What follows belongs to an exercise in optimizing a design on an open flow for small area and a short achievable clock period; a production flow would make more cautious choices.
In this exercise RTL edits were held to simulation tests only and were not proved equivalent to the original.
No activity file was given, so power comes from the tool's default toggle rates.

## conv_out_ctrl
module conv_out_ctrl (
  input  logic                clk,
  input  logic                rst,
  input  logic [conv_pkg::M_BITS-1:0] in_data,
  input  logic [2*conv_pkg::O_BITS-1:0] in_user,
  input  logic                in_last,
  input  logic                in_valid,
  output logic                in_ready,
  output logic [conv_pkg::M_BITS-1:0] out_data,
  output logic                out_last,
  output logic                out_valid,
  input  logic                out_ready,
  output logic                err_range,
  output logic                err_miss
);
Size: about 4,100 cells after synthesis, ~1,800 flip-flops, roughly 0.066 mm² of cells after synthesis.
clock: 5.5 ns
lec_check: 0
cap_margin: 20
core_margin: 2
core_utilization: 60
cts_cluster_diameter: 70
cts_cluster_size: 24
setup_slack_margin: 3.1
slew_margin: 60
standard.sh (not shown) runs the stock make flow with config.mk's settings and CLKGATE_MAP_FILE= SYNTH_SCRIPT=/design/flow/synth_recipe.tcl, a recipe that flattens the netlist after the stock synthesis.
==> flow/flow/run.sh <==
#!/bin/bash
# Standard ORFS layout, except that the port buffers start as buf_4
# (resizable within the buf footprint) instead of the default pick.
set -euo pipefail
bash standard.sh BUFFER_PORTS_ARGS="-buffer_cell sky130_fd_sc_hd__buf_4" finish > orfs_make.log 2>&1
Change:
CTS_CLUSTER_DIAMETER = 55   (was 70)
CTS_CLUSTER_SIZE = 28   (was 24)
After rerunning: The changed run finished clean. Sequential power is about the same. Die area is unchanged. Synthesized cell count does not change. Fmax went down by 1.3%. Design area went up by 2.1%. Routed wire length went up by 0.31%. Power went up by 9.7%. First-iteration DRC count went down by 4.8%. Utilization went up by 1.4 points. Clock power went up by 28%. Flip-flop and latch count does not change.
Change:
CTS_CLUSTER_DIAMETER = 90   (was 55)
CTS_CLUSTER_SIZE = 26   (was 28)
SETUP_SLACK_MARGIN = 3.05   (was 3.1)
The changed run passed the timing, design-rule and antenna checks.
Clock power drops by about 34%.
Cell count drops by about 2%.
Die area is unchanged.
Combinational power drops by about 2%.
Change:
CORE_UTILIZATION = 65   (was 60)
CTS_CLUSTER_DIAMETER = unset   (was 90)
CTS_CLUSTER_SIZE = unset   (was 26)
SETUP_SLACK_MARGIN = 3.1   (was 3.05)
=> The new run produced a clean layout; cell area grows by a few percent; synthesized cell count stays the same; total power grows by about a fifth; routed wire length shrinks slightly; area after synthesis is unchanged; clock-buffer cell count grows by 105; maximum frequency shrinks slightly.
Change:
CORE_UTILIZATION = 60   (was 65)
CTS_CLUSTER_DIAMETER = 100   (was unset)
CTS_CLUSTER_SIZE = 24   (was unset)
Non-clock buffer count came out higher by 3.
Synthesized area stays the same.
Global-route usage shrinks by 2.8 points.
Cell area came out lower by a few percent.
Change:
CTS_CLUSTER_DIAMETER = unset   (was 100)
CTS_CLUSTER_SIZE = unset   (was 24)
SETUP_SLACK_MARGIN = 3.05   (was 3.1)
SLEW_MARGIN = 40   (was 60)
Result: Sequential cell count is unchanged; power rose by 21%; global-route usage is higher by 0.42 points.


Another version of the RTL of conv_out_ctrl (not shown whole).
Size: roughly 3700 cells after synthesis, roughly 1800 flip-flops, ~50 I/O pins.
Settings: LEC_CHECK=0, CAP_MARGIN=20, CORE_MARGIN=2, CORE_UTILIZATION=68, SETUP_SLACK_MARGIN=3.0, SLEW_MARGIN=60; clock period 5.5 ns.
Scripts as last shown in full above: flow/flow/run.sh
The baseline finished clean.
Change:
Settings changed: CORE_UTILIZATION 68 to 60.
Global-route usage is lower by 3.7 points; setup slack improves by 0.10 ns; die area is higher by 13%; via count is lower by about 3%; total power is higher by about 1%; final cell count is higher by 2.5%; utilization is lower by 9.6 points.
Change:
Settings changed: PLACE_DENSITY from default to 0.8.
Effect:
- The new run ran to the end with no violations
- non-clock buffer count decreases by 3
- final area went down slightly
- worst hold slack gets worse by 0.031 ns
- maximum frequency fell by roughly a tenth
- count of clock-buffer cells in the layout fell by 31
- worst setup slack gets worse by 0.32 ns
- total power goes down by a few percent
- utilization fell by 0.63 points
- global-route usage came out lower by 0.99 points
Change:
Settings changed: PLACE_DENSITY 0.8 to default, SLEW_MARGIN 60 to 30.
What happened: The changed run completed without violations. Hold slack gets better by 0.036 ns. Power goes up by 1.7%. Design area stays flat. Clock-buffer cell count goes up by 46. Clock skew falls by 0.023 ns.
Change:
Settings changed: SETUP_SLACK_MARGIN 3.0 to 3.05, SLEW_MARGIN 30 to 60.
Effect:
- count of clock-buffer cells in the layout is lower by 8
- wire length rises by 1.6%
- sequential share of layout area drops by 1.1 points
- final area rose by 1.7%
- maximum frequency grows by 1.0%
- area after synthesis stays the same
- worst setup slack is better by 0.026 ns
- global-route usage hardly moves
- first-iteration DRC count rose by 5.9%
- non-clock buffer count goes up by 45
- utilization climbs by 1.1 points


Setup of job 1083:
RTL: one of the versions met above, not the one the previous note started from.
For scale: roughly 66000 µm² of cells after synthesis.
Settings: LEC_CHECK=0, CAP_MARGIN=20, CORE_MARGIN=2, CORE_UTILIZATION=60, CTS_CLUSTER_DIAMETER=100, CTS_CLUSTER_SIZE=24, SETUP_SLACK_MARGIN=3.1, SLEW_MARGIN=40; clock period 5.5 ns.
Scripts as last shown in full above: flow/flow/run.sh
Inputs modified between job 1083 and job 5148:
- removing CTS_CLUSTER_DIAMETER (formerly 100)
- removing CTS_CLUSTER_SIZE (formerly 24)
- changing SLEW_MARGIN from 40 to 60
Notes after the runs:
Between job 5148 and job 1083, area growth from synthesis to layout is higher for job 5148, job 1083 comes in under that. Compared with job 1083, post-route total power in job 5148 increased by more than 10%. The slew of the pin with the lowest slew margin in job 5148 sits 0.24 ns below the value recorded for job 1083. Timing endpoint of the critical path: out_data[0] -> job 5148, dout_q[10]$_SDFF_PP0_ -> job 1083. Row global-route track usage on met1: job 5148 higher / job 1083 lower. Job 5148 vs job 1083 — clock network fraction of design power rose 12 points. Global-route wire length before repair in job 5148 is 5.3 mm higher than in job 1083. [job 5148] post-route core utilization rose 3.6 points relative to job 1083. The total global routing track utilization of job 5148 exceeds that of job 1083 by 0.68 points. Job 1083 vs job 5148, type of the worst setup path: reg2reg vs reg2out.
Setup changes, job 5148 to job 9167
- putting CTS_CLUSTER_SIZE at 30 where nothing was set
- putting CTS_CLUSTER_DIAMETER at 80 where nothing was set
Notes after the runs:
Cells: job 9167 has fewer instances than job 5148
Job 9167 gives less clock insertion delay at the later pin of the skew report than job 5148 did.
Job 9167 gives less power than job 5148 did.
Job 5148 ended up with out_data[0] as its worst setup path endpoint; job 9167 ended up with dout_q[10]$_SDFF_PP0_.

[separate check: timing with driven ports]
No port has a modelled driver above. Below, the same layouts with a new extraction and two added sets of constraints. Step 1 sets driving cells, clkbuf_16 on the clock port and buf_2 on the other inputs (assumed; they add their load-dependent delay and slew). Step 2 moves the port delays by t, midway between the first and last clock arrival at a register: inputs arrive t later, outputs are due t later. That takes back most of the time a late clock gives input paths. Three values: ideal ports, drivers, drivers and shift; two values: the first two.
run | t, ns | setup slack, ns | hold WS [ns] | worst setup path at the end | pins driven straight from the clock port
the first run of note 1 | 0.799 | 3.054 / 3.003 / 2.456 | 0.478 / 0.478 / 0.478 | input to register | 1
the second run of note 1 | 0.843 | 3.022 / 2.984 / 2.441 | 0.474 / 0.454 / 0.474 | input to register | 1
the third run of note 1 | 0.770 | 3.044 / 2.994 / 2.448 | 0.485 / 0.485 / 0.485 | input to register | 1
the fourth run of note 1 | 0.849 | 3.001 / 3.001 / 2.455 | 0.468 / 0.440 / 0.470 | input to register | 1
the fifth run of note 1 | 0.790 | 3.058 / 3.025 / 2.344 | 0.479 / 0.479 / 0.479 | input to register | 1
the sixth run of note 1 | 0.845 | 3.010 / 2.982 / 2.347 | 0.455 / 0.422 / 0.456 | input to register | 1
the first run of note 2 | 0.849 | 2.825 / 2.825 / 2.348 | 0.446 / 0.395 / 0.452 | input to register | 1
the second run of note 2 | 0.855 | 2.925 / 2.846 / 2.275 | 0.462 / 0.422 / 0.466 | input to register | 1
the third run of note 2 | 0.835 | 2.606 / 2.648 / 1.814 | 0.431 / 0.403 / 0.472 | input to register | 1
the fourth run of note 2 | 0.845 | 2.875 / 2.868 / 2.261 | 0.468 / 0.430 / 0.468 | input to register | 1
the fifth run of note 2 | 0.847 | 2.902 / 2.824 / 2.273 | 0.459 / 0.416 / 0.466 | input to register | 1
job 1083 | 0.773 | 3.040 / 3.037 / 2.374 | 0.469 / 0.469 / 0.469 | input to register | 1
job 5148 | 0.847 | 3.065 / 2.992 / 2.456 | 0.472 / 0.442 / 0.472 | input to register | 1
job 9167 | 0.781 | 3.076 / 3.022 / 2.384 | 0.485 / 0.483 / 0.485 | input to register | 1
After both steps setup and hold are still met in every run listed. For the third run of note 2, which loses most, drivers alone change the setup slack by +0.042 ns; drivers and shift together by -0.792 ns.
